This is an optimization exercise on Yosys and OpenROAD, whose aim is small area, a short achievable clock period and few clock cycles per item, not a production implementation.
In this exercise RTL edits were held to simulation tests only and were not proved equivalent to the original.
No activity file was given, so power comes from the tool's default toggle rates.

### design/flow/run.sh
#!/bin/bash
# synth_recipe.tcl (not shown) runs the flow's synth.tcl, then flattens the netlist and writes it again
# the make line also repeats each setting of config.mk as NAME=value (left out here)
make -C /OpenROAD-flow-scripts/flow DESIGN_CONFIG=/design/flow/config.mk WORK_HOME=/design/flow/orfs CLKGATE_MAP_FILE= SYNTH_SCRIPT=/design/flow/synth_recipe.tcl finish
### design/flow/constraint.sdc
create_clock -name core_clock -period 5.0 [get_ports {clk}]
set_input_delay 1.0000 -clock core_clock [delete_from_list [all_inputs] [get_ports {clk}]]
set_output_delay 1.0000 -clock core_clock [all_outputs]
set_load 0.01 [all_outputs]
### design/flow/config.mk
export PLATFORM = sky130hd
export DESIGN_NAME = mem_responder
export DESIGN_NICKNAME = mem_responder
export VERILOG_FILES = /design/flow/design.v
export SDC_FILE = /design/flow/constraint.sdc
export NUM_CORES = 4
export LEC_CHECK = 0
export CAP_MARGIN = 20
export CORE_MARGIN = 2
export CORE_UTILIZATION = 40
export CTS_CLUSTER_DIAMETER = 80
export CTS_CLUSTER_SIZE = 25
export SETUP_SLACK_MARGIN = 2.4
export SLEW_MARGIN = 20
export SYNTH_HIERARCHICAL = 1
export SYNTH_MINIMUM_KEEP_SIZE = 0
### design/flow/design.v
module mem_responder (
  input  logic       clk,
  input  logic       rst,
  input  logic       f_req,
  input  logic [7:0] f_addr,
  output logic       f_ack,
  output logic [7:0] f_rdata,
  input  logic       d_req,
  input  logic       d_we,
  input  logic [7:0] d_addr,
  input  logic [7:0] d_wdata,
  output logic       d_ack,
  output logic [7:0] d_rdata,
  output logic       busy
);
  logic [255:0][7:0] mem_q;
  logic [255:0][7:0] mem_d;
  logic       f_ack_q, d_ack_q, busy_q;
  logic [7:0][3:0] f_part, d_part, f_part_q, d_part_q;
  assign f_ack   = f_ack_q;
  assign d_ack   = d_ack_q;
  assign busy    = busy_q;
  for (genvar b = 0; b < 8; b++) begin : g_out
    mr_or4 u_fo (.s(f_part_q[b]), .y(f_rdata[b]));
    mr_or4 u_do (.s(d_part_q[b]), .y(d_rdata[b]));
  end
  always_ff @(posedge clk) begin
    f_ack_q <= f_req && !rst;
    d_ack_q <= d_req && !rst;
    busy_q  <= (f_req || d_req) && !rst;
  end
  logic        wen;
  logic [15:0] w_lo, w_hi, w_lo_n, w_hi_n;
  logic [255:0] row_we, row_hold;
  assign wen    = d_req && d_we && !rst;
  assign w_lo   = 16'(1) << d_addr[3:0];
  assign w_hi   = wen ? (16'(1) << d_addr[7:4]) : 16'h0000;
  assign w_lo_n = ~w_lo;
  assign w_hi_n = ~w_hi;
  for (genvar r = 0; r < 256; r++) begin : g_row
    mr_rowdec u_dec (.lo(w_lo[r % 16]), .hi(w_hi[r / 16]),
                     .lo_n(w_lo_n[r % 16]), .hi_n(w_hi_n[r / 16]),
                     .we(row_we[r]), .hold(row_hold[r]));
    for (genvar b = 0; b < 8; b++) begin : g_bit
      mr_bitnext u_nx (.q(mem_q[r][b]), .hold(row_hold[r]),
                       .wd(d_wdata[b]), .we(row_we[r]), .d(mem_d[r][b]));
    end
  end
  always_ff @(posedge clk) begin
    for (int r = 0; r < 256; r++) mem_q[r] <= mem_d[r];
  end
  mr_rdport u_frd (.addr(f_addr), .mem(mem_q), .part(f_part));
  mr_rdport u_drd (.addr(d_addr), .mem(mem_q), .part(d_part));
  always_ff @(posedge clk) begin
    f_part_q <= f_part;
    d_part_q <= d_part;
  end
endmodule
module mr_rowdec (
  input  logic lo,
  input  logic hi,
  input  logic lo_n,
  input  logic hi_n,
  output logic we,
  output logic hold
);
  assign we   = ~(lo_n | hi_n);
  assign hold = ~(lo & hi);
endmodule
module mr_bitnext (
  input  logic q,
  input  logic hold,
  input  logic wd,
  input  logic we,
  output logic d
);
  assign d = (q & hold) | (wd & we);
endmodule
module mr_rdport (
  input  logic [7:0] addr,
  input  logic [255:0][7:0] mem,
  output logic [7:0][3:0] part
);
  logic [15:0] lo, hi;
  assign lo = 16'(1) << addr[3:0];
  assign hi = 16'(1) << addr[7:4];
  for (genvar b = 0; b < 8; b++) begin : g_bit
    logic [15:0] g_n;
    for (genvar h = 0; h < 16; h++) begin : g_grp
      logic [15:0] m;
      logic [1:0]  p;
      for (genvar w = 0; w < 16; w++) begin : g_w
        assign m[w] = mem[h*16 + w][b];
      end
      mr_sel8 u_p0 (.m(m[7:0]),  .s(lo[7:0]),  .y(p[0]));
      mr_sel8 u_p1 (.m(m[15:8]), .s(lo[15:8]), .y(p[1]));
      mr_oai21 u_g (.a1(p[0]), .a2(p[1]), .b1(hi[h]), .y(g_n[h]));
    end
    for (genvar j = 0; j < 4; j++) begin : g_sum
      mr_nand4 u_s (.a(g_n[4*j]), .b(g_n[4*j + 1]), .c(g_n[4*j + 2]),
                    .d(g_n[4*j + 3]), .y(part[b][j]));
    end
  end
endmodule
module mr_sel8 (
  input  logic [7:0] m,
  input  logic [7:0] s,
  output logic       y
);
  logic [3:0] t_n;
  for (genvar k = 0; k < 4; k++) begin : g_pair
    assign t_n[k] = ~((m[2*k] & s[2*k]) | (m[2*k + 1] & s[2*k + 1]));
  end
  assign y = ~&t_n;
endmodule
module mr_nand4 (
  input  logic a, b, c, d,
  output logic y
);
  assign y = ~(a & b & c & d);
endmodule
module mr_oai21 (
  input  logic a1, a2, b1,
  output logic y
);
  assign y = ~((a1 | a2) & b1);
endmodule
module mr_or4 (
  input  logic [3:0] s,
  output logic       y
);
  logic [1:0] n;
  mr_nor2  u_n0 (.a(s[0]), .b(s[1]), .y(n[0]));
  mr_nor2  u_n1 (.a(s[2]), .b(s[3]), .y(n[1]));
  mr_nand2 u_o  (.a(n[0]), .b(n[1]), .y(y));
endmodule
module mr_nor2 (
  input  logic a, b,
  output logic y
);
  assign y = ~(a | b);
endmodule
module mr_nand2 (
  input  logic a, b,
  output logic y
);
  assign y = ~(a & b);
endmodule
==> implementation parameters, run 1 <==
Parameter                              Value

STA
  Final count of hold timing violations    0
  Highest clock frequency the design can meet    between 300 and 400 MHz
  Total negative setup slack    0 ns
  Final worst path period need    around 2.9 ns
  Actual transition at the worst max-transition pin    1.239 ns
  RSZ-0062 raised after global routing    true
  Pins Over Slew Limit    0
  Worst max-slew margin expressed relative to the limit    0.1743
  Final setup viols    0
  Period utilization    0.5752
  Final worst clock skew    0.03182 ns

Synth
  Number of nets in the synthesized netlist    just under 8,000
  Yosys warnings    7
  Average size of a mapped cell    10.80 µm²
  Most numerous cell in the Yosys netlist    dfxtp_1
  Post-synthesis mux area share    0
  Share of the synthesized area in the top cell type    0.5034
  Compound-gate portion of the synthesized area    0.4113
  Number of enable flip-flop cells after synthesis    0
  Largest area contributor in the synthesized netlist    dfxtp_1
  Syn Std Cell Area    between 80,000 and 90,000 µm²
  Main synth FF type    dfxtp_1
  Most instantiated cells after synthesis    2,115 x dfxtp_1, 2,048 x a22o_1, 2,048 x a22oi_1
  Combinational family with the most area after synthesis    compound AO/OA/AOI/OAI gates
  Post-synth ARST share    0
  Part of the Yosys area used for sequential elements    0.5034
  Number of flip-flops and latches in the synthesized netlist    2,115
  Post-synthesis cell count    ~7,800
  Number of distinct library cells after synthesis    30
  Post-synthesis xor/xnor area fraction    0
  Adder-cell share of the synthesized area    0
  Simple-gate area share of the yosys netlist    0.08311
  Synth top area cells    dfxtp_1 50%, a22o_1 21%, a22oi_1 18%, nand4_1 4.3%, o21ai_1 1.5%

GRT
  Global-route wire length before repair    approximately 580 mm
  Aggregate global routing overflow    0
  Vias in the first global route    roughly 77,000
  Initial antenna violation count    10
  Largest net degree at the start of global routing    133
  GRT Util Overall    0.3590

Routing
  Post-DRT Antenna Nets    0
  DRC violation count after routing    0
  Via count    83,600
  Per-cell routed wire length    36.84 µm
  DRC marker count from the first detailed-route iteration    between 10,000 and 15,000
  Number of detailed-routing iterations run before antenna repair    7
  Drt total wl    410.1 mm
  Per-cell via count in the routed design    between 7 and 8

Die
  Starting utilization of the core area    0.4017
  Num ports    48
  Die Height    462.6 µm
  Total core area    209,400 µm²
  Overall die area    about 210,000 µm²
  Die span in x    between 400 and 500 µm
  Row count    between 150 and 200

Critical path
  Max FO, Critical Path    1
  WS Path Type    reg2out
  Kind of end point of the critical path    output pin
  Crit start category    flip-flop
  Required time of the critical path    ~4.0 ns
  Data arrival, critical path    about 1.9 ns

CTS
  Deepest level of the CTS H-tree    3
  Clock input transition at the sequential cells of the worst setup and hold paths    ~0.1 ns
  Total clock buffers created by CTS    between 100 and 150
  TritonCTS clock tree    yes
  Clock Sinks    2,115
  Hold-fix buffers, CTS    0
  Clock latency reported for the late side of the worst-skew pair    around 0.84 ns
  Maximum buffer depth of the clock tree    3
  Clock tree root driver cell    clkbuf_16

Layout
  Post-route insts no fill    11,130
  Number of nets at the end of the flow    8,256
  Fraction of layout instances using a drive strength above 1    0.1153
  Final core utilization    0.4629
  Growth of design area from synthesis to finish    15.22%

Run
  Reported max-cap violation count    0

Power
  Leak Pwr    33.01 nW
  Power density of the placed cells    317.7 nW/µm²
  Max rail drop VDD    0.2737 mV

Placed design
  Instance count after placement with tap cells included    ~11,000
  Detail Placement HPWL    262.3 mm
  Input/output buffers    47
  Weighted congestion at the end of routability-driven global placement    about 1.0

Hold path
  Path type of the worst min-delay path    in2reg

Status
  Result of the run    finished clean
## cells in the final DEF (no fill, tap or decap), types with 20 or more instances in the layout
master,Yosys,layout
dfxtp_1,2115,2081
a22o_1,2048,2048
a22oi_1,2048,2047
nand4_1,577,577
o21ai_1,256,238
nand2_1,289,230
buf_4,16,192
nor2_2,0,176
clkbuf_16,0,122
nor2_1,305,89
buf_12,0,75
nor2_4,0,40
nand2_2,0,39
buf_6,0,33
dfxtp_4,0,21
nand2_4,0,20
## area by class of cell
class,instances,area (µm²)
repair buffers,330,3684
clock buffers,131,3126
clock inverters,80,959.7
multi-input cells,5659,43160
fillers,19540,112500
flip-flops and latches,2115,42440
diodes,8,20.02
inverters,2,10.01
well taps,2805,3510
## worst max-delay path, stage by stage, from the launching register on
cell	delay (ns)
dfxtp_4	0.39
nor2_4	0.32
nand2_4	0.15
buf_6	0.16
## where the power goes
group	internal [mW]	switching [mW]	total (mW)
combinational	0.464	1.30	1.76
sequential	17.1	0.225	17.3
clock	5.23	6.49	11.7
total	22.8	8.01	30.8
## per-module statistics from Yosys, one instance, submodules excluded, excerpt
module,times used,flip-flops and latches,area (µm²),cells inside
mr_rdport,2,0,452.9,40
mr_bitnext,2048,0,8.758,1
mr_rowdec,256,0,7.507,2
mr_nand4,64,0,6.256,1
mr_oai21,256,0,5.005,1
mr_nand2,16,0,3.754,1
## state kept, by name, summed over array words and instances, names as in the netlist
signal and count:
busy_q 1, d_ack_q 1, f_part_q 32, d_part_q 32
mem_q 2048, f_ack_q 1
## worst paths after layout
| check | cells past startpoint | end | start | slack [ns] |
|---|---|---|---|---|
| setup / recovery | 3 | f_rdata[2] | f_part_q[9] | 2.12 |
| hold / removal | 2 | mem_q[1590] | d_wdata[6] | 0.47 |
| setup reg to reg | 4 | f_part_q[4] | mem_q[345] | 3.19 |
| hold reg to reg | 1 | mem_q[398] | mem_q[398] | 0.51 |
## metrics by stage
stage | hold WS [ns] | worst slack (ns) | instance area [µm²] | total power [mW]
after floorplan | 0.4784 | 0.07138 | 84260 | 18.23
after global placement | 0.4894 | 0.6765 | 91160 | 19.26
after CTS | 0.4400 | 2.209 | 96440 | 30.68
after global routing | 0.4512 | 2.123 | 96900 | 31.45
after detailed placement | 0.4946 | 0.6307 | 91170 | 19.29
final | 0.4651 | 2.124 | 96910 | 30.79
## logic make-up (layout without fill, tap and decap cells)
group / after synthesis / after routing
buffers and inverters: 29 / 543
AO/OA/AOI/OAI: 4352 / 4352
flip-flops: 2115 / 2115
other: 0 / 8
AND/OR/NAND/NOR: 1293 / 1307
## per-layer routing
metal	up-vias	global-route usage	share of wire
li1	34440	-	-
met1	41490	0.4686	0.38
met2	6370	0.5230	0.42
met3	1294	0.1067	0.13
met4	8	0.2106	0.071
met5	-	0	0.00039
## repair_timing
item / in CTS / in global routing
gates cloned: 11 / 4
pin swaps: 40 / 21
setup buffers: 14 / 5
endpoints found under the setup margin: 2131 / 754
resized for setup: 456 / 115
Testbench counts, summed over its fixed seeds: cycles 3,200, items 6,400.
==> run 2: changes to the inputs <==
--- a/design/flow/config.mk
+++ b/design/flow/config.mk
@@ -11,4 +11,5 @@
 export CTS_CLUSTER_DIAMETER = 80
 export CTS_CLUSTER_SIZE = 25
+export PLACE_DENSITY = 0.75
 export SETUP_SLACK_MARGIN = 2.4
 export SLEW_MARGIN = 20
==> run 2 against run 1 <==
Compared with the run above: non-clock buffer count up 93; clock skew up 0.021 ns; worst hold slack better by 0.050 ns; global-route usage up 0.54 points; sequential share of layout area down 0.58 points; count of clock-buffer cells in the layout down 4; largest power group unchanged; setup slack worse by 0.23 ns.
==> implementation parameters, run 2 <==
Parameter                              Value

Critical path
  Max FO, Critical Path    1
  Reg-to-reg setup timing slack    roughly 3.2 ns
  Crit path from    f_part_q[13]
  Worst reg2reg path endpoint    f_part_q[1]
  Kind of end point of the critical path    output pin
  Critical path buffer and inverter count    1
  Data arrival, critical path    roughly 2.1 ns
  Top cell family by delay on the critical path    simple AND/OR/NAND/NOR gates
  Capture point of the worst path    f_rdata[3]
  Crit start category    flip-flop
  WS Path Type    reg2out
  Number of cells on the worst reg-to-reg path    4
  Crit path cell chain    nor2_4 > nand2_4 > buf_6
  Critical path depth in cells    3
  Required time of the critical path    4.00 ns
  Highest cell delay on the worst timing path    0.56 ns
  Cell with the largest stage delay on the worst path    nor2_4
  R2r startpoint    mem_q[744]

Die
  Die Height    462.6 µm
  Overall die area    214,000 µm²
  Num ports    48
  Starting utilization of the core area    0.4017
  Die span in x    approximately 460 µm
  Row count    168
  Total core area    around 210,000 µm²

Layout
  Biggest registers after layout    mem_q (2048), d_part_q (32), f_part_q (32)
  Growth of design area from synthesis to finish    16.72%
  Leading cell type in the layout, fill and taps excluded    dfxtp_1
  Post-route insts no fill    about 11,000
  Commonest cells after routing, fill and taps aside    2,086 x dfxtp_1, 2,048 x a22o_1, 2,041 x a22oi_1
  Layout fillers    19,030
  Register name with the most flops    mem_q
  Fraction of layout instances using a drive strength above 1    0.1249
  Sequential cell area    roughly 42,000 µm²
  Number of nets at the end of the flow    8,346
  Area of the multi-input gates    43,530 µm²
  Max FFs per register    approximately 2,000

Synth
  Average size of a mapped cell    10.80 µm²
  Number of flip-flops and latches in the synthesized netlist    about 2,100
  Part of the Yosys area used for sequential elements    0.5034
  Syn Std Cell Area    around 84,000 µm²
  Most instantiated cells after synthesis    2,115 x dfxtp_1, 2,048 x a22o_1, 2,048 x a22oi_1
  Number of enable flip-flop cells after synthesis    0
  Yosys warnings    7
  Post-synth ARST share    0
  Share of the synthesized area in the top cell type    0.5034
  Number of distinct library cells after synthesis    30
  Number of nets in the synthesized netlist    7,818
  Main synth FF type    dfxtp_1
  Most numerous cell in the Yosys netlist    dfxtp_1
  Largest area contributor in the synthesized netlist    dfxtp_1
  Synth top area cells    dfxtp_1 50%, a22o_1 21%, a22oi_1 18%, nand4_1 4.3%, o21ai_1 1.5%
  Post-synthesis cell count    7,789

Power
  Sw frac    0.2593
  Max rail drop VDD    0.2970 mV
  Combinational share of power    0.063
  Power density of the placed cells    310.8 nW/µm²
  Fraction of power consumed by sequential logic    0.568
  Power dissipated by switching net loads    7.911 mW
  P_int    22.60 mW
  Clock power frac    0.370
  Leak Pwr    ~34 nW

Hold path
  Path type of the worst min-delay path    reg2reg
  Count of cells along the worst hold path    1

STA
  Actual transition at the worst max-transition pin    1.289 ns
  Final count of hold timing violations    0
  Final setup viols    0
  RSZ-0062 raised after global routing    true
  Final worst path period need    approximately 3.1 ns
  Final worst clock skew    ~0.053 ns
  Period utilization    0.6215
  Highest clock frequency the design can meet    between 300 and 400 MHz
  Worst max-slew margin expressed relative to the limit    0.1387
  Pins Over Slew Limit    0
  Total negative setup slack    0 ns

CTS
  Maximum buffer depth of the clock tree    3
  Clock input transition at the sequential cells of the worst setup and hold paths    around 0.10 ns
  Clock tree root driver cell    clkbuf_16
  Clock Sinks    ~2,100
  TritonCTS clock tree    yes
  Hold-fix buffers, CTS    0
  Total clock buffers created by CTS    112
  Deepest level of the CTS H-tree    3
  Clock latency reported for the late side of the worst-skew pair    0.85 ns

GRT
  Aggregate global routing overflow    0
  Vias in the first global route    approximately 81,000
  GRT Util Overall    0.3644
  Largest net degree at the start of global routing    129
  Initial antenna violation count    33
  Global-route wire length before repair    584.7 mm

Routing
  Drt total wl    around 420 mm
  DRC violation count after routing    0
  Number of detailed-routing iterations run before antenna repair    14
  Post-DRT Antenna Nets    0
  Per-cell routed wire length    37.09 µm
  DRC marker count from the first detailed-route iteration    about 17,000
  Per-cell via count in the routed design    7.853
  Via count    approximately 90,000

Placed design
  Instance count after placement with tap cells included    10,920
  Input/output buffers    47
  Detail Placement HPWL    256.3 mm
  Weighted congestion at the end of routability-driven global placement    about 1.0

Status
  Result of the run    finished clean

Run
  Reported max-cap violation count    0
-- run 2: changes by cell type in the layout (fill, tap and decap cells not counted), sizes merged --
cell / delta
dlygate4sd2: -1
bufbuf: +6
buf: +83
dlymetal6s2s: -2
clkinvlp: -6
diode: +25
inv: -8
clkinv: -3
and4b: -1
clkbuf: +3
and4bb: +5
-- run 2: through the flow --
step | cell area, µm² | setup slack, ns | util | power (mW) | hold WS [ns]
global placement | 91630 | 0.7218 | 0.4376 | 19.26 | 0.4894
finish | 98170 | 1.893 | 0.4689 | 30.51 | 0.5154
global route | 98100 | 1.945 | 0.4686 | 30.99 | 0.5331
CTS | 97670 | 2.178 | 0.4665 | 30.21 | 0.5178
detailed placement | 91630 | 0.6881 | 0.4377 | 19.30 | 0.4946
floorplan | 84260 | 0.07138 | - | 18.23 | 0.4784
-- run 2: cell type report --
cell class / instances / share of cell area
Multi-Input combinational cell: 5663 / 0.4434
Sequential cell: 2115 / 0.4321
Timing Repair Buffer: 423 / 0.04857
Tap cell: 2805 / 0.03575
Clock buffer: 127 / 0.03050
Clock inverter: 63 / 0.008756
Antenna cell: 33 / 0.0008412
Inverter: 2 / 0.00007647
-- run 2: cell families (layout without fill, tap and decap cells) --
logic type,Yosys count,in the layout,share of synthesized area
AND/OR/NAND/NOR,1293,1311,0.08311
AO/OA/AOI/OAI,4352,4352,0.4113
flip-flops,2115,2115,0.5034
buffers and inverters,29,615,0.002172
other,0,33,0
-- run 2: layer usage --
metal,part of all wire,vias up,track usage
li1,-,34680,-
met1,0.35,42470,0.4442
met2,0.39,8573,0.4945
met3,0.17,2430,0.1714
met4,0.099,48,0.2707
met5,0.0014,-,0.003788
-- run 2: repair_timing --
action,CTS,global route
cloned,24,4
endpoints found under the hold margin,0,0
gates resized for setup,575,58
endpoints found under the setup margin,2119,1206
setup buffers,40,22
pin swaps,59,38
-- run 2: how the worst min path moves through the flow --
stage / start / slack (ns) / to
after floorplan: mem_q[129] / 0.48 / mem_q[129]
after global placement: mem_q[1774] / 0.49 / mem_q[1774]
after detailed placement: mem_q[700] / 0.49 / mem_q[700]
after CTS: mem_q[527] / 0.52 / mem_q[527]
after global routing: mem_q[1534] / 0.53 / mem_q[1534]
final: mem_q[126] / 0.52 / mem_q[126]
-- run 2: power groups by stage --
stage / Clock, mW / Combinational (mW) / Sequential [mW]
final: 11.3 / 1.91 / 17.3
after global placement: 0 / 1.57 / 17.7
after global routing: 11.8 / 1.85 / 17.3
after CTS: 11.2 / 1.72 / 17.3
after detailed placement: 0 / 1.60 / 17.7
after floorplan: 0 / 0.594 / 17.6
-- run 2: Yosys stat by module (local to each module, per instance), a selection --
module	cell area, µm²	times used	flip-flops and latches
mem_responder	42900	1	2115
mr_rdport	452.9	2	0
mr_sel8	36.28	512	0
mr_bitnext	8.758	2048	0
mr_rowdec	7.507	256	0
mr_nand4	6.256	64	0
mr_oai21	5.005	256	0
mr_nand2	3.754	16	0
mr_nor2	3.754	32	0
==> run 3: changes to the inputs <==
--- a/design/flow/config.mk
+++ b/design/flow/config.mk
@@ -11,6 +11,5 @@
 export CTS_CLUSTER_DIAMETER = 80
 export CTS_CLUSTER_SIZE = 25
-export PLACE_DENSITY = 0.75
-export SETUP_SLACK_MARGIN = 2.4
+export SETUP_SLACK_MARGIN = 2.8
 export SLEW_MARGIN = 20
 export SYNTH_HIERARCHICAL = 1
==> run 3 against run 2 <==
Compared with the run above: clock power is 4% higher; routed wire length increased by 2.7%; die area is the same; first-iteration DRC count shrank 19%; setup slack better by 0.21 ns; still clean.
==> implementation parameters, run 3 <==
Parameter                              Value

STA
  Period utilization    0.5799
  Worst max-slew margin expressed relative to the limit    0.2598
  Total negative setup slack    0 ns
  Final count of hold timing violations    0
  Actual transition at the worst max-transition pin    1.110 ns
  Highest clock frequency the design can meet    between 300 and 400 MHz
  Final worst clock skew    0.03882 ns
  Final worst path period need    a little under 3 ns
  Final setup viols    0
  Pins Over Slew Limit    0
  RSZ-0062 raised after global routing    true

Die
  Die Height    462.6 µm
  Starting utilization of the core area    0.4017
  Die span in x    462.6 µm
  Overall die area    214,000 µm²
  Total core area    209,400 µm²
  Num ports    48
  Row count    168

Power
  Sum of internal, switching and leakage power    31.05 mW
  Max rail drop VDD    about 0.27 mV
  Power density of the placed cells    between 300 and 400 nW/µm²
  Leak Pwr    34.36 nW

CTS
  Clock Sinks    2,115
  Deepest level of the CTS H-tree    3
  TritonCTS clock tree    yes
  Hold-fix buffers, CTS    0
  Total clock buffers created by CTS    between 100 and 150
  Clock tree root driver cell    clkbuf_16
  Clock latency reported for the late side of the worst-skew pair    0.86 ns
  Maximum buffer depth of the clock tree    3
  Clock input transition at the sequential cells of the worst setup and hold paths    0.10 ns

Synth
  Post-synthesis cell count    7,789
  Number of distinct library cells after synthesis    30
  Number of flip-flops and latches in the synthesized netlist    2,115
  Number of nets in the synthesized netlist    7,818
  Synth top area cells    dfxtp_1 50%, a22o_1 21%, a22oi_1 18%, nand4_1 4.3%, o21ai_1 1.5%
  Main synth FF type    dfxtp_1
  Most numerous cell in the Yosys netlist    dfxtp_1
  Part of the Yosys area used for sequential elements    0.5034
  Yosys warnings    7
  Largest area contributor in the synthesized netlist    dfxtp_1
  Number of enable flip-flop cells after synthesis    0
  Most instantiated cells after synthesis    2,115 x dfxtp_1, 2,048 x a22o_1, 2,048 x a22oi_1
  Post-synth ARST share    0
  Syn Std Cell Area    between 80,000 and 90,000 µm²
  Average size of a mapped cell    about 11 µm²
  Share of the synthesized area in the top cell type    0.5034

Layout
  Area of the multi-input gates    approximately 45,000 µm²
  Leading cell type in the layout, fill and taps excluded    dfxtp_1
  Post-route insts no fill    11,250
  Sequential cell area    about 42,000 µm²
  Growth of design area from synthesis to finish    20.36%
  Layout fillers    19,140
  Max FFs per register    2,048
  Commonest cells after routing, fill and taps aside    2,079 x dfxtp_1, 2,048 x a22o_1, 1,983 x a22oi_1
  Number of nets at the end of the flow    8,370
  Register name with the most flops    mem_q
  Total non-filler cell area in the finished layout    slightly above 100,000 µm²
  Biggest registers after layout    mem_q (2048), d_part_q (32), f_part_q (32)
  Fraction of layout instances using a drive strength above 1    0.1714

Critical path
  Crit start category    flip-flop
  Kind of end point of the critical path    output pin
  Required time of the critical path    4.00 ns
  Data arrival, critical path    about 1.9 ns
  Max FO, Critical Path    1
  WS Path Type    reg2out

GRT
  GRT Util Overall    0.3681
  Vias in the first global route    just under 80,000
  Largest net degree at the start of global routing    133
  Initial antenna violation count    9
  Aggregate global routing overflow    0
  Global-route wire length before repair    587.7 mm

Routing
  Via count    85,280
  Post-DRT Antenna Nets    0
  Drt total wl    427.8 mm
  Number of detailed-routing iterations run before antenna repair    10
  DRC marker count from the first detailed-route iteration    13,850
  Per-cell routed wire length    38.05 µm
  DRC violation count after routing    0
  Per-cell via count in the routed design    7.584

Placed design
  Weighted congestion at the end of routability-driven global placement    slightly above 1
  Input/output buffers    47
  Placed cell area    91,170 µm²
  Instance count after placement with tap cells included    approximately 11,000
  Detail Placement HPWL    262.3 mm

Hold path
  Path type of the worst min-delay path    in2reg

Run
  Reported max-cap violation count    0

Status
  Result of the run    finished clean
-- run 3: cell counts after synthesis --
Identical to the previous run, type by type.
-- run 3: worst max-delay path: stages (launching register included) --
cell and delay, ns:
dfxtp_4 0.38, nor2_4 0.33, nand2_4 0.17, buf_6 0.16
-- run 3: cells by family after synthesis --
group	Yosys count	synth area share
simple gates	1293	0.08311
buf+inv	29	0.002172
flops	2115	0.5034
compound gates	4352	0.4113
-- run 3: layout make-up --
class | count | share of cell area
clock buffer | 131 | 0.03088
tap | 2805 | 0.03467
multi-input combinational | 5663 | 0.4488
sequential | 2115 | 0.4193
timing repair buffer | 440 | 0.05661
clock inverter | 80 | 0.009480
antenna | 9 | 0.0002225
inverter | 2 | 0.00009888
-- run 3: worst paths after layout --
kind / startpoint / to / slack, ns / cells past startpoint
setup / recovery: f_part_q[9] / f_rdata[2] / 2.10 / 3
hold / removal: d_wdata[6] / mem_q[1590] / 0.46 / 2
setup reg to reg: mem_q[1389] / f_part_q[22] / 3.36 / 4
hold reg to reg: mem_q[398] / mem_q[398] / 0.51 / 1
-- run 3: metrics by stage --
stage	hold WS, ns	util	setup WS (ns)
global placement	0.4894	0.4354	0.6765
floorplan	0.4784	-	0.07138
global route	0.4527	0.4834	2.144
finish	0.4646	0.4835	2.100
CTS	0.4400	0.4716	2.220
detailed placement	0.4946	0.4355	0.6307
-- run 3: metal layers --
layer  vias to the layer above  GRT usage  part of all wire
met5                         -          0           0.00056
met4                        14     0.2246             0.077
met3                      1472     0.1199              0.14
met2                      6792     0.5325              0.41
met1                     42250     0.4735              0.37
li1                      34760          -                 -
-- run 3: where the power goes --
| part | total [mW] | switching (mW) | internal (mW) |
|---|---|---|---|
| clock network | 11.8 | 6.53 | 5.23 |
| registers | 17.3 | 0.229 | 17.1 |
| logic | 1.98 | 1.42 | 0.564 |
| total | 31.1 | 8.18 | 22.9 |
-- run 3: what timing repair did --
item,4_1_cts,5_1_grt
endpoints found under the setup margin,2131,1759
cloned,25,19
resized for setup,905,369
pin swaps,92,104
buffers inserted,52,52
-- run 3: Yosys stat by module, one instance, submodules excluded, a selection --
| module | times used | flip-flops and latches | cells inside | area [µm²] |
|---|---|---|---|---|
| mr_rowdec | 256 | 0 | 2 | 7.507 |
| mr_rdport | 2 | 0 | 40 | 452.9 |
| mr_bitnext | 2048 | 0 | 1 | 8.758 |
| mr_nor2 | 32 | 0 | 1 | 3.754 |
| mr_nand2 | 16 | 0 | 1 | 3.754 |
| mem_responder | 1 | 2115 | 2221 | 42900 |
==> run 4: changes to the inputs <==
--- a/design/flow/config.mk
+++ b/design/flow/config.mk
@@ -11,6 +11,7 @@
 export CTS_CLUSTER_DIAMETER = 80
 export CTS_CLUSTER_SIZE = 25
-export SETUP_SLACK_MARGIN = 2.8
+export SETUP_SLACK_MARGIN = 2.4
 export SLEW_MARGIN = 20
 export SYNTH_HIERARCHICAL = 1
 export SYNTH_MINIMUM_KEEP_SIZE = 0
+export TNS_END_PERCENT = 5
==> run 4 against run 3 <==
Compared with the run above: still clean; die area did not move; power down 0.94%; register-to-register slack got worse by 0.18 ns; global-route usage down 0.91 points; sequential power barely moved; non-clock buffer count fell by 116; fmax increased by 0.13%; flip-flop and latch count did not move; combinational power decreased by 12%; setup slack better by 0.0038 ns; first-iteration DRC count fell by 7.6%; critical path type unchanged; largest cell class unchanged.
==> implementation parameters, run 4 <==
Parameter                              Value

Status
  Result of the run    finished clean

Power
  P_int    22.77 mW
  Power dissipated by switching net loads    7.984 mW
  Max rail drop VDD    0.2722 mV
  Leak Pwr    32.89 nW
  Sw frac    0.2596
  Clock power frac    0.381
  Power density of the placed cells    319.0 nW/µm²
  Combinational share of power    0.057
  Fraction of power consumed by sequential logic    0.563

Layout
  Register name with the most flops    mem_q
  Growth of design area from synthesis to finish    14.65%
  Layout fillers    19,580
  Leading cell type in the layout, fill and taps excluded    dfxtp_1
  Commonest cells after routing, fill and taps aside    2,084 x dfxtp_1, 2,048 x a22o_1, 2,048 x a22oi_1
  Number of nets at the end of the flow    a little over 8,000
  Sequential cell area    42,420 µm²
  Area of the multi-input gates    around 43,000 µm²
  Biggest registers after layout    mem_q (2048), d_part_q (32), f_part_q (32)
  Max FFs per register    around 2,000
  Fraction of layout instances using a drive strength above 1    0.1024

Synth
  Most numerous cell in the Yosys netlist    dfxtp_1
  Average size of a mapped cell    10.80 µm²
  Syn Std Cell Area    84,110 µm²
  Most instantiated cells after synthesis    2,115 x dfxtp_1, 2,048 x a22o_1, 2,048 x a22oi_1
  Synth top area cells    dfxtp_1 50%, a22o_1 21%, a22oi_1 18%, nand4_1 4.3%, o21ai_1 1.5%
  Number of enable flip-flop cells after synthesis    0
  Share of the synthesized area in the top cell type    0.5034
  Number of distinct library cells after synthesis    30
  Main synth FF type    dfxtp_1
  Number of flip-flops and latches in the synthesized netlist    roughly 2,100
  Number of nets in the synthesized netlist    7,818
  Post-synthesis cell count    7,789
  Yosys warnings    7
  Part of the Yosys area used for sequential elements    0.5034
  Largest area contributor in the synthesized netlist    dfxtp_1
  Post-synth ARST share    0

CTS
  Clock latency reported for the late side of the worst-skew pair    about 0.83 ns
  Clock tree root driver cell    clkbuf_16
  Clock input transition at the sequential cells of the worst setup and hold paths    0.10 ns
  Maximum buffer depth of the clock tree    3
  Hold-fix buffers, CTS    0
  Deepest level of the CTS H-tree    3
  TritonCTS clock tree    yes
  Total clock buffers created by CTS    119
  Clock Sinks    roughly 2,100

Critical path
  Crit start category    flip-flop
  Reg-to-reg setup timing slack    roughly 3.2 ns
  Max FO, Critical Path    1
  Crit path cell chain    nor2_4 > nand2_4 > buf_2
  Cell with the largest stage delay on the worst path    dfxtp_4
  Kind of end point of the critical path    output pin
  Critical path buffer and inverter count    1
  Worst reg2reg path endpoint    f_part_q[5]
  Required time of the critical path    around 4.0 ns
  Highest cell delay on the worst timing path    0.39 ns
  Number of cells on the worst reg-to-reg path    4
  Top cell family by delay on the critical path    simple AND/OR/NAND/NOR gates
  Data arrival, critical path    ~1.9 ns
  WS Path Type    reg2out
  R2r startpoint    mem_q[617]

Die
  Row count    about 170
  Die span in x    between 400 and 500 µm
  Overall die area    214,000 µm²
  Starting utilization of the core area    0.4017
  Die Height    462.6 µm
  Num ports    48
  Total core area    209,400 µm²

Placed design
  Weighted congestion at the end of routability-driven global placement    1.019
  Setup WS pre-CTS    0.6307 ns
  Detail Placement HPWL    approximately 260 mm
  Input/output buffers    47

STA
  Final count of hold timing violations    0
  Worst hold slack    0.4662 ns
  Period utilization    0.5792
  Worst Slack Setup Final    ~2.1 ns
  Pins Over Slew Limit    0
  Final setup viols    0
  Final worst clock skew    0.02904 ns
  RSZ-0062 raised after global routing    true
  Actual transition at the worst max-transition pin    1.101 ns
  Highest clock frequency the design can meet    345.3 MHz
  Final worst path period need    a little under 3 ns
  Total negative setup slack    0 ns
  Worst max-slew margin expressed relative to the limit    0.2661

GRT
  Initial antenna violation count    11
  Largest net degree at the start of global routing    roughly 130
  Vias in the first global route    77,240
  Aggregate global routing overflow    0
  Global-route wire length before repair    575.7 mm
  GRT Util Overall    0.3589

Hold path
  Critical hold path startpoint    d_wdata[6]
  Destination of the worst hold path    mem_q[1590]
  Path type of the worst min-delay path    in2reg
  Count of cells along the worst hold path    2

Routing
  Drt total wl    407.0 mm
  Post-DRT Antenna Nets    0
  Via count    ~83,000
  DRC violation count after routing    0
  Per-cell via count in the routed design    7.502
  DRC marker count from the first detailed-route iteration    between 10,000 and 15,000
  Number of detailed-routing iterations run before antenna repair    8
  Per-cell routed wire length    around 37 µm

Run
  Reported max-cap violation count    0
run 4: worst register-to-register path, stage by stage (launching register included):
cell	delay (ns)
dfxtp_1	0.34
a22oi_1	0.28
nand4_1	0.15
o21ai_1	0.52
nand4_1	0.34
run 4: logic make-up (layout without fill, tap and decap cells):
group	Yosys count	count (layout)	share of synthesized area
AOI/OAI and AO/OA	4352	4352	0.4113
DFF	2115	2115	0.5034
and+or+nand+nor	1293	1304	0.08311
buffers and inverters	29	537	0.002172
other	0	12	0
run 4: layout make-up:
| class | instances | area share |
|---|---|---|
| clock buffer | 131 | 0.03241 |
| clock inverter | 80 | 0.009952 |
| antenna | 12 | 0.0003114 |
| timing repair buffer | 324 | 0.03703 |
| sequential | 2115 | 0.4399 |
| inverter | 2 | 0.0001038 |
| multi-input combinational | 5656 | 0.4439 |
| tap | 2805 | 0.03640 |
run 4: worst max-delay path by stage:
stage,start,end,cells past startpoint
floorplan,f_addr[3],f_part_q[10],6
global placement,f_addr[0],f_part_q[22],7
detailed placement,d_addr[3],d_part_q[11],9
CTS,f_part_q[9],f_rdata[2],3
global route,f_part_q[9],f_rdata[2],3
finish,f_part_q[9],f_rdata[2],3
run 4: power by group through the flow:
stage,registers [mW],clock network (mW),logic (mW)
6_report,17.3,11.7,1.74
3_5_place_dp,17.7,0,1.59
5_1_grt,17.3,12.4,1.73
3_3_place_gp,17.7,0,1.57
4_1_cts,17.3,11.7,1.65
2_1_floorplan,17.6,0,0.594
run 4: layer usage:
layer  vias up  GRT usage  wire [µm]
met2      6274     0.5228     170200
met1     41490     0.4670     156600
met5         -          0         51
met3      1281     0.1092      51510
li1      34410          -          -
met4         8     0.2105      28630
run 4: timing repair:
action                                 in CTS  in global routing
resized for setup                         428                  8
setup buffers                              14                  0
cloned                                     11                  0
endpoints found under the hold margin       0                  0
pin swaps                                  40                  0
setup endpoints to repair                2131                914
run 4: per-stage QoR:
stage / total power, mW / util / cell area [µm²] / cells
6_report: 30.76 / 0.4606 / 96430 / 11130
5_1_grt: 31.43 / 0.4605 / 96420 / 11120
4_1_cts: 30.68 / 0.4604 / 96380 / 11110
3_5_place_dp: 19.29 / 0.4355 / 91170 / 10880
3_3_place_gp: 19.26 / 0.4354 / 91160 / 10880
2_1_floorplan: 18.23 / - / 84260 / 7789
run 4: Yosys stat by module (local to each module, per instance), excerpt:
module / flip-flops and latches / cells inside
mr_rowdec: 0 / 2
mr_rdport: 0 / 40
mr_nor2: 0 / 1
mem_responder: 2115 / 2221
mr_oai21: 0 / 1
mr_sel8: 0 / 5
mr_bitnext: 0 / 1
mr_nand4: 0 / 1
==> run 5: changes to the inputs <==
--- a/design/flow/config.mk
+++ b/design/flow/config.mk
@@ -8,5 +8,5 @@
 export CAP_MARGIN = 20
 export CORE_MARGIN = 2
-export CORE_UTILIZATION = 40
+export CORE_UTILIZATION = 35
 export CTS_CLUSTER_DIAMETER = 80
 export CTS_CLUSTER_SIZE = 25
@@ -15,3 +15,2 @@
 export SYNTH_HIERARCHICAL = 1
 export SYNTH_MINIMUM_KEEP_SIZE = 0
-export TNS_END_PERCENT = 5
==> run 5 against run 4 <==
Compared with the run above: still clean on timing, DRC and antenna; fmax up 2.7%; flip-flop and latch count did not move; critical path depth unchanged; critical path type unchanged; largest power group unchanged.
==> implementation parameters, run 5 <==
Parameter                              Value

Status
  Result of the run    finished clean

Synth
  Main synth FF type    dfxtp_1
  Part of the Yosys area used for sequential elements    0.5034
  Number of flip-flops and latches in the synthesized netlist    2,115
  Number of nets in the synthesized netlist    slightly below 8,000
  Share of the synthesized area in the top cell type    0.5034
  Post-synthesis cell count    7,789
  Largest area contributor in the synthesized netlist    dfxtp_1
  Post-synth ARST share    0
  Syn Std Cell Area    84,110 µm²
  Number of enable flip-flop cells after synthesis    0
  Most numerous cell in the Yosys netlist    dfxtp_1
  Average size of a mapped cell    10.80 µm²
  Most instantiated cells after synthesis    2,115 x dfxtp_1, 2,048 x a22o_1, 2,048 x a22oi_1
  Synth top area cells    dfxtp_1 50%, a22o_1 21%, a22oi_1 18%, nand4_1 4.3%, o21ai_1 1.5%
  Number of distinct library cells after synthesis    30
  Yosys warnings    7

Routing
  Post-DRT Antenna Nets    0
  Drt total wl    424.8 mm
  DRC marker count from the first detailed-route iteration    14,500
  Per-cell via count in the routed design    7.387
  Via count    around 85,000
  Number of detailed-routing iterations run before antenna repair    8
  Per-cell routed wire length    around 37 µm
  DRC violation count after routing    0

Layout
  Fraction of layout instances using a drive strength above 1    0.1259
  Number of nets at the end of the flow    8,323
  Growth of design area from synthesis to finish    17.20%
  Max FFs per register    just over 2,000
  Leading cell type in the layout, fill and taps excluded    dfxtp_1
  Commonest cells after routing, fill and taps aside    2,074 x dfxtp_1, 2,048 x a22o_1, 2,047 x a22oi_1
  Register name with the most flops    mem_q
  Biggest registers after layout    mem_q (2048), d_part_q (32), f_part_q (32)
  Total non-filler cell area in the finished layout    98,570 µm²

Hold path
  Destination of the worst hold path    mem_q[167]
  Count of cells along the worst hold path    1
  Critical hold path startpoint    mem_q[167]
  Path type of the worst min-delay path    reg2reg

Power
  Sw frac    0.2596
  Clock power frac    0.376
  Power density of the placed cells    roughly 310 nW/µm²
  Power dissipated by switching net loads    7.974 mW
  Fraction of power consumed by sequential logic    0.564
  Leak Pwr    about 33 nW
  Max rail drop VDD    between 0.3 and 0.4 mV
  Combinational share of power    0.060
  P_int    22.74 mW

Critical path
  Reg-to-reg setup timing slack    3.22 ns
  Max FO, Critical Path    1
  R2r startpoint    mem_q[2013]
  Kind of end point of the critical path    output pin
  Number of cells on the worst reg-to-reg path    4
  Crit path cell chain    nor2_4 > nand2_4 > buf_6
  Crit start category    flip-flop
  Highest cell delay on the worst timing path    0.40 ns
  Data arrival, critical path    1.82 ns
  Required time of the critical path    ~4.0 ns
  Worst reg2reg path endpoint    f_part_q[23]
  WS Path Type    reg2out
  Cell with the largest stage delay on the worst path    dfxtp_2

STA
  Period utilization    0.5638
  Worst max-slew margin expressed relative to the limit    0.2858
  Final worst clock skew    0.03932 ns
  RSZ-0062 raised after global routing    true
  Final worst path period need    2.819 ns
  Actual transition at the worst max-transition pin    1.071 ns
  Final setup viols    0
  Final count of hold timing violations    0
  Total negative setup slack    0 ns
  Pins Over Slew Limit    0
  Highest clock frequency the design can meet    around 350 MHz

Run
  Reported max-cap violation count    0

Placed design
  Input/output buffers    47
  Detail Placement HPWL    271.9 mm
  Placed cell area    92,230 µm²
  Weighted congestion at the end of routability-driven global placement    1.004

GRT
  GRT Util Overall    0.3300
  Largest net degree at the start of global routing    ~110
  Aggregate global routing overflow    0
  Vias in the first global route    just under 80,000
  Global-route wire length before repair    592.4 mm
  Initial antenna violation count    24

Die
  Die Height    494.2 µm
  Total core area    approximately 240,000 µm²
  Die span in x    494.2 µm
  Row count    179
  Overall die area    244,200 µm²
  Num ports    48
  Starting utilization of the core area    0.3526

CTS
  Clock latency reported for the late side of the worst-skew pair    between 0.8 and 0.9 ns
  Maximum buffer depth of the clock tree    3
  Clock tree root driver cell    clkbuf_16
  Hold-fix buffers, CTS    0
  Clock Sinks    2,115
  TritonCTS clock tree    yes
  Clock input transition at the sequential cells of the worst setup and hold paths    0.10 ns
  Deepest level of the CTS H-tree    3
  Total clock buffers created by CTS    113
[run 5: cell counts after synthesis]
Identical to the previous run, type by type.
[run 5: cell type report]
cell class,count,area [µm²]
diodes,16,40.04
flip-flops and latches,2115,42440
well taps,3167,3963
fillers,22830,140000
inverters,2,12.51
clock buffers,130,2993
clock inverters,68,953.4
repair buffers,407,4564
multi-input cells,5655,43600
[run 5: worst max path at each step]
stage / cells past startpoint / from / to
floorplan: 6 / f_addr[3] / f_part_q[10]
global placement: 7 / d_addr[1] / mem_q[611]
detailed placement: 7 / d_addr[1] / mem_q[609]
CTS: 6 / rst / mem_q[2046]
global route: 3 / d_part_q[15] / d_rdata[3]
finish: 3 / d_part_q[15] / d_rdata[3]
[run 5: worst max-delay path: cells and delay by family (launching register included)]
kind	cells	cell delay, ns
buffers and inverters	1	0.15
flip-flops	1	0.40
AND/OR/NAND/NOR	2	0.43
[run 5: what timing repair did]
action                                  4_1_cts  5_1_grt
resized for setup                           546      129
pin swaps                                    45       21
buffers inserted                             32        4
endpoints found under the setup margin     2131     1060
gates cloned                                 13        0
endpoints found under the hold margin         0        0
[run 5: per-stage QoR]
stage / std cells / utilization / power (mW) / hold slack (ns) / worst slack, ns
after floorplan: 7789 / - / 18.23 / 0.4784 / 0.07138
after global placement: 11300 / 0.3866 / 19.31 / 0.4883 / 0.5839
after detailed placement: 11300 / 0.3867 / 19.35 / 0.4947 / 0.4837
after CTS: 11540 / 0.4110 / 30.59 / 0.5169 / 2.199
after global routing: 11550 / 0.4131 / 31.32 / 0.5330 / 2.214
final: 11560 / 0.4133 / 30.72 / 0.5172 / 2.181
[run 5: cell families (layout without fill, tap and decap cells)]
logic type             Yosys count  in the layout  synth area share
AND/OR/NAND/NOR               1293           1303           0.08311
AO/OA/AOI/OAI                 4352           4352            0.4113
other                            0             16                 0
buffers and inverters           29            607          0.002172
flip-flops                    2115           2115            0.5034
[run 5: power groups by stage]
| stage | Sequential (mW) | Clock (mW) | Combinational, mW |
|---|---|---|---|
| after floorplan | 17.6 | 0 | 0.594 |
| after global placement | 17.7 | 0 | 1.63 |
| after detailed placement | 17.7 | 0 | 1.65 |
| after CTS | 17.3 | 11.6 | 1.74 |
| after global routing | 17.3 | 12.1 | 1.83 |
| final | 17.3 | 11.5 | 1.86 |
[run 5: modules after synthesis, one instance, submodules excluded, excerpt]
module	copies in the design	area (µm²)
mr_rowdec	256	7.507
mr_sel8	512	36.28
mem_responder	1	42900
mr_nand4	64	6.256
mr_oai21	256	5.005
mr_rdport	2	452.9
mr_nand2	16	3.754
mr_bitnext	2048	8.758
mr_nor2	32	3.754
[run 5: per-layer routing]
| layer | up-vias | track usage | wire, µm |
|---|---|---|---|
| li1 | 34600 | - | - |
| met1 | 42110 | 0.4250 | 158900 |
| met2 | 7192 | 0.4734 | 174200 |
| met3 | 1477 | 0.1144 | 60210 |
| met4 | 18 | 0.1960 | 31470 |
| met5 | - | 0.002740 | 125 |
==> run 6: changes to the inputs <==
--- a/design/flow/config.mk
+++ b/design/flow/config.mk
@@ -8,5 +8,5 @@
 export CAP_MARGIN = 20
 export CORE_MARGIN = 2
-export CORE_UTILIZATION = 35
+export CORE_UTILIZATION = 55
 export CTS_CLUSTER_DIAMETER = 80
 export CTS_CLUSTER_SIZE = 25
==> run 6 against run 5 <==
Compared with the run above: global-route usage rose by 16 points; final cell count is 10% lower; still clean on timing, DRC and antenna; die area shrank 36%; sequential power barely moved; routed wire length decreased by 5.2%; design area fell by 2.0%; highest routed layer unchanged; critical endpoint is now d_part_q[11]; via count is 0.26% higher; critical path depth rose by 7; flip-flop and latch count is the same.
==> implementation parameters, run 6 <==
Parameter                              Value

Synth
  Adder-cell share of the synthesized area    0
  Largest area contributor in the synthesized netlist    dfxtp_1
  Number of nets in the synthesized netlist    7,818
  Post-synthesis mux area share    0
  Combinational family with the most area after synthesis    compound AO/OA/AOI/OAI gates
  Synth top area cells    dfxtp_1 50%, a22o_1 21%, a22oi_1 18%, nand4_1 4.3%, o21ai_1 1.5%
  Yosys warnings    7
  Number of distinct library cells after synthesis    30
  Most instantiated cells after synthesis    2,115 x dfxtp_1, 2,048 x a22o_1, 2,048 x a22oi_1
  Part of the Yosys area used for sequential elements    0.5034
  Number of enable flip-flop cells after synthesis    0
  Simple-gate area share of the yosys netlist    0.08311
  Average size of a mapped cell    10.80 µm²
  Share of the synthesized area in the top cell type    0.5034
  Syn Std Cell Area    84,110 µm²
  Post-synthesis cell count    7,789
  Compound-gate portion of the synthesized area    0.4113
  Post-synth ARST share    0
  Post-synthesis xor/xnor area fraction    0
  Most numerous cell in the Yosys netlist    dfxtp_1
  Main synth FF type    dfxtp_1
  Number of flip-flops and latches in the synthesized netlist    ~2,100

Layout
  Number of nets at the end of the flow    8,273
  Fraction of layout instances using a drive strength above 1    0.1254
  Leading cell type in the layout, fill and taps excluded    dfxtp_1
  Growth of design area from synthesis to finish    14.90%
  Max FFs per register    2,048
  Layout fillers    12,450
  Register name with the most flops    mem_q
  Biggest registers after layout    mem_q (2048), d_part_q (32), f_part_q (32)
  Commonest cells after routing, fill and taps aside    2,082 x dfxtp_1, 2,048 x a22o_1, 2,046 x a22oi_1

Power
  Leak Pwr    33.16 nW
  Max rail drop VDD    between 0.3 and 0.4 mV
  Power density of the placed cells    310.3 nW/µm²

GRT
  Initial antenna violation count    18
  Global-route wire length before repair    564.6 mm
  Aggregate global routing overflow    0
  GRT Util Overall    0.4856
  Vias in the first global route    77,120
  Largest net degree at the start of global routing    94

STA
  Worst Slack Setup Final    2.194 ns
  Final count of hold timing violations    0
  Total negative setup slack    0 ns
  Actual transition at the worst max-transition pin    1.268 ns
  Period utilization    0.5612
  Highest clock frequency the design can meet    356.4 MHz
  Final setup viols    0
  Pins Over Slew Limit    0
  Worst max-slew margin expressed relative to the limit    0.1546
  RSZ-0062 raised after global routing    true
  Final worst clock skew    0.03581 ns
  Final worst path period need    2.806 ns

CTS
  Clock input transition at the sequential cells of the worst setup and hold paths    ~0.09 ns
  Clock tree root driver cell    clkbuf_16
  Maximum buffer depth of the clock tree    3
  Hold-fix buffers, CTS    0
  Clock Sinks    2,115
  Total clock buffers created by CTS    roughly 110
  Deepest level of the CTS H-tree    3
  TritonCTS clock tree    yes
  Clock latency reported for the late side of the worst-skew pair    0.81 ns

Critical path
  Required time of the critical path    5.66 ns
  Data arrival, critical path    approximately 3.5 ns
  Max FO, Critical Path    44
  Kind of end point of the critical path    flip-flop
  WS Path Type    in2reg
  Crit start category    input pin

Routing
  DRC marker count from the first detailed-route iteration    approximately 14,000
  Per-cell via count in the routed design    8.273
  Post-DRT Antenna Nets    0
  Number of detailed-routing iterations run before antenna repair    10
  Via count    85,610
  Drt total wl    between 400 and 500 mm
  DRC violation count after routing    0
  Per-cell routed wire length    between 30 and 40 µm

Placed design
  Setup WS pre-CTS    between 0.5 and 0.6 ns
  Detail Placement HPWL    252.6 mm
  Input/output buffers    47
  Weighted congestion at the end of routability-driven global placement    1.045

Die
  Row count    143
  Die Height    between 300 and 400 µm
  Die span in x    395.1 µm
  Total core area    151,900 µm²
  Num ports    48
  Overall die area    156,100 µm²
  Starting utilization of the core area    0.5537

Status
  Result of the run    finished clean

Run
  Reported max-cap violation count    0

Hold path
  Path type of the worst min-delay path    reg2reg
-- run 6: cell types whose count changed in the layout (fill, tap and decap cells not counted), moves of 12 or more --
cell	change
buf_4	-54
nand2_2	+50
nand2_1	-48
nor2_2	+18
nor2_1	-14
clkinv_8	+12
-- run 6: logic make-up after synthesis --
| logic type | count (synthesis) |
|---|---|
| buffers and inverters | 29 |
| AND/OR/NAND/NOR | 1293 |
| flip-flops | 2115 |
| AO/OA/AOI/OAI | 4352 |
-- run 6: path summary, 6_finish.rpt --
path                            slack, ns  cells after the start           end   startpoint
worst max register to register       3.15                      4   f_part_q[6]  mem_q[1065]
worst min register to register       0.52                      1   mem_q[1034]  mem_q[1034]
worst min-delay path                 0.52                      1   mem_q[1034]  mem_q[1034]
worst max-delay path                 2.19                     10  d_part_q[11]    d_addr[0]
-- run 6: cell type report --
| class | instances | area, µm² | share of cell area |
|---|---|---|---|
| repair buffers | 355 | 4235 | 0.04383 |
| clock inverters | 57 | 748.2 | 0.007742 |
| inverters | 2 | 11.26 | 0.0001165 |
| well taps | 2030 | 2540 | 0.02628 |
| diodes | 10 | 25.02 | 0.0002589 |
| clock buffers | 120 | 2863 | 0.02962 |
| multi-input cells | 5659 | 43780 | 0.4530 |
| flip-flops and latches | 2115 | 42440 | 0.4391 |
-- run 6: repair_timing --
| action | in CTS | in global routing |
|---|---|---|
| setup endpoints to repair | 2131 | 2026 |
| resized for setup | 489 | 255 |
| buffers inserted | 29 | 16 |
| gates cloned | 13 | 6 |
| pin swaps | 41 | 33 |
-- run 6: per-module statistics from Yosys, one instance, submodules excluded, a selection --
module,cell area (µm²),copies in the design,cells
mr_bitnext,8.758,2048,1
mr_rowdec,7.507,256,2
mr_nand2,3.754,16,1
mr_rdport,452.9,2,40
mr_oai21,5.005,256,1
mem_responder,42900,1,2221
mr_sel8,36.28,512,5
-- run 6: power breakdown --
group	total (mW)	switching, mW	internal [mW]	leakage [nW]
Sequential	17.3	0.228	17.1	17.1
Combinational	1.83	1.34	0.492	14.3
Clock	10.8	6.22	4.62	1.75
-- run 6: per-layer routing --
metal	global-route usage	wire length, µm	vias up
met2	0.6528	156600	7741
met3	0.2042	68110	1634
met5	0.006466	449	-
met1	0.6430	146900	41740
met4	0.2860	30600	22
li1	-	-	34470
-- run 6: per-stage QoR --
stage | util | total power [mW] | cell area [µm²] | instances | hold WS, ns
floorplan | - | 18.23 | 84260 | 7789 | 0.4784
global placement | 0.5948 | 19.26 | 90350 | 10100 | 0.4888
detailed placement | 0.5948 | 19.28 | 90350 | 10100 | 0.4946
CTS | 0.6288 | 29.76 | 95520 | 10320 | 0.5173
global route | 0.6360 | 30.55 | 96620 | 10340 | 0.5295
finish | 0.6362 | 29.99 | 96640 | 10350 | 0.5155
-- run 6: critical path, cell delays in order --
cell and delay (ns):
buf_6 0.21, buf_12 0.22, buf_8 0.24, nor4b_4 0.08
buf_4 0.16, buf_12 0.23, a22oi_1 0.33, nand4_1 0.34
o21ai_1 0.49, nand4_1 0.14
==> run 7: changes to the inputs <==
--- a/design/flow/config.mk
+++ b/design/flow/config.mk
@@ -8,8 +8,8 @@
 export CAP_MARGIN = 20
 export CORE_MARGIN = 2
-export CORE_UTILIZATION = 55
-export CTS_CLUSTER_DIAMETER = 80
-export CTS_CLUSTER_SIZE = 25
-export SETUP_SLACK_MARGIN = 2.4
+export CORE_UTILIZATION = 40
+export CTS_CLUSTER_DIAMETER = 70
+export CTS_CLUSTER_SIZE = 28
+export SETUP_SLACK_MARGIN = 2.1
 export SLEW_MARGIN = 20
 export SYNTH_HIERARCHICAL = 1
==> run 7 against run 6 <==
Compared with the run above: critical path type unchanged; final cell count rose by 7.9%; die area rose by 37%; first-iteration DRC count fell by 7.0%; area after synthesis did not move; largest cell class unchanged.
==> implementation parameters, run 7 <==
Parameter                              Value

Status
  Result of the run    finished clean

Synth
  Number of nets in the synthesized netlist    a little under 8,000
  Most numerous cell in the Yosys netlist    dfxtp_1
  Largest area contributor in the synthesized netlist    dfxtp_1
  Number of flip-flops and latches in the synthesized netlist    2,115
  Most instantiated cells after synthesis    2,115 x dfxtp_1, 2,048 x a22o_1, 2,048 x a22oi_1
  Synth top area cells    dfxtp_1 50%, a22o_1 21%, a22oi_1 18%, nand4_1 4.3%, o21ai_1 1.5%
  Main synth FF type    dfxtp_1
  Post-synthesis xor/xnor area fraction    0
  Syn Std Cell Area    84,110 µm²
  Yosys warnings    7
  Average size of a mapped cell    10.80 µm²
  Number of enable flip-flop cells after synthesis    0
  Compound-gate portion of the synthesized area    0.4113
  Post-synthesis mux area share    0
  Number of distinct library cells after synthesis    30
  Post-synthesis cell count    7,789
  Simple-gate area share of the yosys netlist    0.08311
  Part of the Yosys area used for sequential elements    0.5034
  Share of the synthesized area in the top cell type    0.5034
  Adder-cell share of the synthesized area    0
  Post-synth ARST share    0
  Combinational family with the most area after synthesis    compound AO/OA/AOI/OAI gates

GRT
  GRT Util Overall    0.3600
  Vias in the first global route    77,380
  Aggregate global routing overflow    0
  Largest net degree at the start of global routing    133
  Global-route wire length before repair    slightly below 600 mm
  Initial antenna violation count    21

CTS
  Clock input transition at the sequential cells of the worst setup and hold paths    0.10 ns
  Total clock buffers created by CTS    136
  Clock tree root driver cell    clkbuf_16
  TritonCTS clock tree    yes
  Clock Sinks    about 2,100
  Clock latency reported for the late side of the worst-skew pair    approximately 0.86 ns
  Hold-fix buffers, CTS    0
  Deepest level of the CTS H-tree    4
  Maximum buffer depth of the clock tree    3

STA
  Final setup viols    0
  Highest clock frequency the design can meet    328.9 MHz
  Worst max-slew margin expressed relative to the limit    0.2397
  Final count of hold timing violations    0
  Total negative setup slack    0 ns
  Actual transition at the worst max-transition pin    1.137 ns
  Final worst path period need    3.041 ns
  Pins Over Slew Limit    0
  Worst Slack Setup Final    around 2.0 ns
  Period utilization    0.6081
  Final worst clock skew    0.06359 ns
  RSZ-0062 raised after global routing    false

Routing
  Met2 routed WL    roughly 170 mm
  Number of detailed-routing iterations run before antenna repair    9
  Top Layer Used    met5
  Routed length on met3    roughly 52 mm
  Post-DRT Antenna Nets    0
  Per-cell via count in the routed design    7.495
  Met1 Routed Length    approximately 160 mm
  Per-cell routed wire length    between 30 and 40 µm
  DRC violation count after routing    0
  Via count    83,720
  Drt total wl    408.1 mm
  DRC marker count from the first detailed-route iteration    13,190

Critical path
  Kind of end point of the critical path    flip-flop
  Data arrival, critical path    3.66 ns
  Crit start category    input pin
  Required time of the critical path    5.62 ns
  Max FO, Critical Path    20
  WS Path Type    in2reg

Placed design
  Detail Placement HPWL    262.3 mm
  Weighted congestion at the end of routability-driven global placement    1.019
  Input/output buffers    47
  Setup WS pre-CTS    about 0.63 ns
  Instance count after placement with tap cells included    10,880

Run
  Reported max-cap violation count    0

Layout
  Number of nets at the end of the flow    between 8,000 and 9,000
  Leading cell type in the layout, fill and taps excluded    dfxtp_1
  Register name with the most flops    mem_q
  Commonest cells after routing, fill and taps aside    2,084 x dfxtp_1, 2,048 x a22o_1, 2,048 x a22oi_1
  Biggest registers after layout    mem_q (2048), d_part_q (32), f_part_q (32)
  Post-route insts no fill    11,170
  Max FFs per register    2,048
  Fraction of layout instances using a drive strength above 1    0.09947
  Growth of design area from synthesis to finish    15.33%
  Final core utilization    0.4633

Die
  Total core area    209,400 µm²
  Row count    approximately 170
  Die span in x    462.6 µm
  Overall die area    approximately 210,000 µm²
  Starting utilization of the core area    0.4017
  Num ports    48
  Die Height    462.6 µm

Hold path
  Path type of the worst min-delay path    in2reg

Power
  Power density of the placed cells    331.6 nW/µm²
  Leak Pwr    33.24 nW
  Max rail drop VDD    0.3252 mV
==> run 7: cell types whose count changed in the layout (fill, tap and decap cells not counted), sizes merged, moves of 6 or more <==
| cell | previous run | this run |
|---|---|---|
| clkbuf | 125 | 163 |
| inv | 25 | 47 |
| clkinv | 23 | 31 |
| clkdlybuf4s50 | 3 | 12 |
| and4bb | 36 | 30 |
| diode | 10 | 21 |
| buf | 337 | 290 |
==> run 7: path summary, 6_finish.rpt <==
check	to	slack [ns]	startpoint	cells past startpoint
worst max-delay path	f_part_q[22]	1.96	f_addr[1]	7
worst min-delay path	mem_q[1598]	0.45	d_wdata[6]	2
worst max register to register	f_part_q[5]	3.11	mem_q[617]	4
worst min register to register	mem_q[398]	0.51	mem_q[398]	1
==> run 7: what timing repair did <==
item                                     CTS  global route
setup buffers                              8             2
endpoints found under the hold margin      0             0
resized for setup                        261            47
cloned                                    10             0
pin swaps                                 27             7
endpoints found under the setup margin  1672           531
==> run 7: metrics by stage <==
step	area [µm²]	total power, mW	hold WS [ns]
final	97000	32.17	0.4474
after global routing	96960	32.87	0.4365
after CTS	96870	32.11	0.4192
after detailed placement	91170	19.29	0.4946
after floorplan	84260	18.23	0.4784
after global placement	91160	19.26	0.4894
==> run 7: kinds of logic after synthesis <==
kind of cell | count (synthesis)
AOI/OAI and AO/OA | 4352
and+or+nand+nor | 1293
buffers and inverters | 29
DFF | 2115
==> run 7: report_power, final <==
| group | internal (mW) | switching [mW] | total, mW | leakage (nW) |
|---|---|---|---|---|
| clock network | 6.20 | 6.91 | 13.1 | 2.39 |
| registers | 17.1 | 0.225 | 17.3 | 17.1 |
| logic | 0.453 | 1.28 | 1.73 | 13.8 |
==> run 7: metal layers <==
| layer | up-vias | GRT usage |
|---|---|---|
| li1 | 34470 | - |
| met5 | - | 0 |
| met2 | 6388 | 0.5227 |
| met3 | 1316 | 0.1086 |
| met4 | 16 | 0.2168 |
| met1 | 41530 | 0.4681 |
==> run 7: Yosys stat by module (local to each module, per instance), a selection <==
| module | cells | cell area [µm²] |
|---|---|---|
| mr_nand4 | 1 | 6.256 |
| mr_bitnext | 1 | 8.758 |
| mr_rowdec | 2 | 7.507 |
| mr_sel8 | 5 | 36.28 |
| mem_responder | 2221 | 42900 |
| mr_oai21 | 1 | 5.005 |
| mr_nand2 | 1 | 3.754 |
| mr_rdport | 40 | 452.9 |
| mr_nor2 | 1 | 3.754 |
==> run 7: layout make-up <==
class,instances,area (µm²)
Timing Repair Buffer,320,3465
Inverter,2,10.01
Sequential cell,2115,42400
Clock buffer,156,3709
Multi-Input combinational cell,5655,42620
Tap cell,2805,3510
Fill cell,19530,112400
Clock inverter,96,1234
Antenna cell,21,52.55
==> run 7: critical path: stages <==
cell and delay (ns):
buf_2 0.54, and4bb_4 0.53, buf_4 0.35, a22oi_1 0.19, nand4_1 0.17, o21ai_1 0.43, nand4_1 0.37
==> run 8: changes to the inputs <==
--- a/design/flow/config.mk
+++ b/design/flow/config.mk
@@ -9,7 +9,7 @@
 export CORE_MARGIN = 2
 export CORE_UTILIZATION = 40
-export CTS_CLUSTER_DIAMETER = 70
-export CTS_CLUSTER_SIZE = 28
-export SETUP_SLACK_MARGIN = 2.1
+export CTS_CLUSTER_DIAMETER = 90
+export CTS_CLUSTER_SIZE = 30
+export SETUP_SLACK_MARGIN = 2.4
 export SLEW_MARGIN = 20
 export SYNTH_HIERARCHICAL = 1
==> run 8 against run 7 <==
Compared with the run above: still clean; flip-flop and latch count unchanged; power down 7.0%; synthesized cell count unchanged; largest cell class unchanged.
==> implementation parameters, run 8 <==
Parameter                              Value

Status
  Result of the run    finished clean

STA
  Final worst path period need    2.844 ns
  Period utilization    0.5687
  Final worst clock skew    0.04208 ns
  Final setup viols    0
  Highest clock frequency the design can meet    351.7 MHz
  Actual transition at the worst max-transition pin    between 1 and 1.5 ns
  Total negative setup slack    0 ns

Critical path
  Cell with the largest stage delay on the worst path    dfxtp_4
  Data arrival, critical path    1.84 ns
  WS Path Type    reg2out
  Required time of the critical path    4.00 ns
  Kind of end point of the critical path    output pin
  R2r startpoint    mem_q[348]
  Max FO, Critical Path    1
  Crit path from    f_part_q[9]
  Number of cells on the worst reg-to-reg path    4
  Critical path buffer and inverter count    1
  Critical path depth in cells    3
  Crit path cell chain    nor2_4 > nand2_4 > buf_2
  Worst reg2reg path endpoint    d_part_q[16]

Synth
  Most instantiated cells after synthesis    2,115 x dfxtp_1, 2,048 x a22o_1, 2,048 x a22oi_1
  Main synth FF type    dfxtp_1
  Post-synth ARST share    0
  Syn Std Cell Area    84,110 µm²
  Yosys warnings    7
  Number of flip-flops and latches in the synthesized netlist    about 2,100
  Largest area contributor in the synthesized netlist    dfxtp_1
  Part of the Yosys area used for sequential elements    0.5034
  Average size of a mapped cell    roughly 11 µm²
  Synth top area cells    dfxtp_1 50%, a22o_1 21%, a22oi_1 18%, nand4_1 4.3%, o21ai_1 1.5%

Power
  Leak Pwr    32.76 nW
  Power density of the placed cells    around 310 nW/µm²
  Max rail drop VDD    0.3065 mV

Layout
  Commonest cells after routing, fill and taps aside    2,082 x dfxtp_1, 2,048 x a22o_1, 2,047 x a22oi_1
  Register name with the most flops    mem_q
  Max FFs per register    2,048
  Growth of design area from synthesis to finish    14.51%
  Area of the multi-input gates    43,110 µm²
  Biggest registers after layout    mem_q (2048), d_part_q (32), f_part_q (32)
  Sequential cell area    about 42,000 µm²
  Post-route insts no fill    11,100
  Number of nets at the end of the flow    8,235
  Layout fillers    19,560
  Leading cell type in the layout, fill and taps excluded    dfxtp_1

CTS
  TritonCTS clock tree    yes
  Deepest level of the CTS H-tree    3
  Maximum buffer depth of the clock tree    3
  Clock input transition at the sequential cells of the worst setup and hold paths    ~0.12 ns
  Clock Sinks    about 2,100
  Total clock buffers created by CTS    102

Run
  Reported max-cap violation count    0

Routing
  DRC violation count after routing    0
  Post-DRT Antenna Nets    0
  Number of detailed-routing iterations run before antenna repair    7
  Per-cell routed wire length    36.79 µm
  Via count    83,490

Die
  Die span in x    between 400 and 500 µm
  Row count    168
  Total core area    around 210,000 µm²
  Overall die area    214,000 µm²
  Num ports    48

GRT
  Aggregate global routing overflow    0
  Largest net degree at the start of global routing    133
  Vias in the first global route    77,070
  GRT Util Overall    0.3600

Placed design
  Weighted congestion at the end of routability-driven global placement    1.019
  Input/output buffers    47
  Instance count after placement with tap cells included    10,880
  Detail Placement HPWL    262.3 mm

Hold path
  Path type of the worst min-delay path    in2reg
-- run 8: changes by cell type in the layout (fill, tap and decap cells not counted), sizes merged, moves of 2 or more --
| cell | change |
|---|---|
| clkbuf | -50 |
| clkinv | +2 |
| clkdlybuf4s50 | -10 |
| inv | -13 |
| bufinv | -7 |
| diode | -13 |
| clkinvlp | -9 |
| dlymetal6s2s | +3 |
| clkdlybuf4s15 | -4 |
| buf | +25 |
-- run 8: how the worst min path moves through the flow --
stage / startpoint / endpoint / slack [ns] / cells after the start
3_5_place_dp: mem_q[1272] / mem_q[1272] / 0.49 / 1
3_3_place_gp: mem_q[1253] / mem_q[1253] / 0.49 / 1
6_report: d_wdata[6] / mem_q[1590] / 0.48 / 2
2_1_floorplan: mem_q[129] / mem_q[129] / 0.48 / 1
5_1_grt: d_wdata[6] / mem_q[1566] / 0.46 / 2
4_1_cts: d_wdata[6] / mem_q[1566] / 0.45 / 2
-- run 8: layout make-up --
cell class,instances,share of cell area
multi-input cells,5657,0.4476
flip-flops and latches,2115,0.4406
repair buffers,328,0.03773
well taps,2805,0.03644
clock buffers,113,0.02770
clock inverters,69,0.009640
diodes,8,0.0002079
inverters,2,0.0001039
-- run 8: what timing repair did --
item	CTS	global route
endpoints found under the setup margin	2131	715
pin swaps	43	14
setup buffers	16	1
gates cloned	13	0
hold buffers	0	0
resized for setup	470	92
-- run 8: through the flow --
stage               area (µm²)  utilization  hold slack (ns)  worst slack, ns
finish                   96310       0.4600           0.4769            2.156
global route             96310       0.4600           0.4605            2.138
CTS                      96020       0.4586           0.4495            2.202
detailed placement       91170       0.4355           0.4946           0.6307
global placement         91160       0.4354           0.4894           0.6765
floorplan                84260            -           0.4784          0.07138
-- run 8: report_power, final --
group	switching, mW	internal, mW
logic	1.29	0.462
registers	0.224	17.1
clock network	6.48	4.35
-- run 8: kinds of logic (layout without fill, tap and decap cells) --
kind of cell    Yosys count  in the layout  synth area share
flops                  2115           2115            0.5034
compound gates         4352           4352            0.4113
buf+inv                  29            512          0.002172
other cells               0              8                 0
simple gates           1293           1305           0.08311
-- run 8: metal layers --
metal  track usage  wire length [µm]
met4        0.2134             30060
met3        0.1039             50790
met1        0.4713            157700
met2        0.5242            169600
met5             0               114
-- run 8: per-module statistics from Yosys, one instance, submodules excluded, excerpt --
module / area, µm² / times used / flip-flops and latches / cells inside
mr_bitnext: 8.758 / 2048 / 0 / 1
mr_oai21: 5.005 / 256 / 0 / 1
mr_nor2: 3.754 / 32 / 0 / 1
mr_nand2: 3.754 / 16 / 0 / 1
mr_rowdec: 7.507 / 256 / 0 / 2
mr_nand4: 6.256 / 64 / 0 / 1
mr_sel8: 36.28 / 512 / 0 / 5

Re-timed with assumed drivers on the ports (clkbuf_16 on the clock, buf_2 on other inputs), run 8 has 2.071 ns of setup slack against 2.156 ns with ideal ports, and 1.263 ns once port delays also move by the mid clock arrival of 0.899 ns.
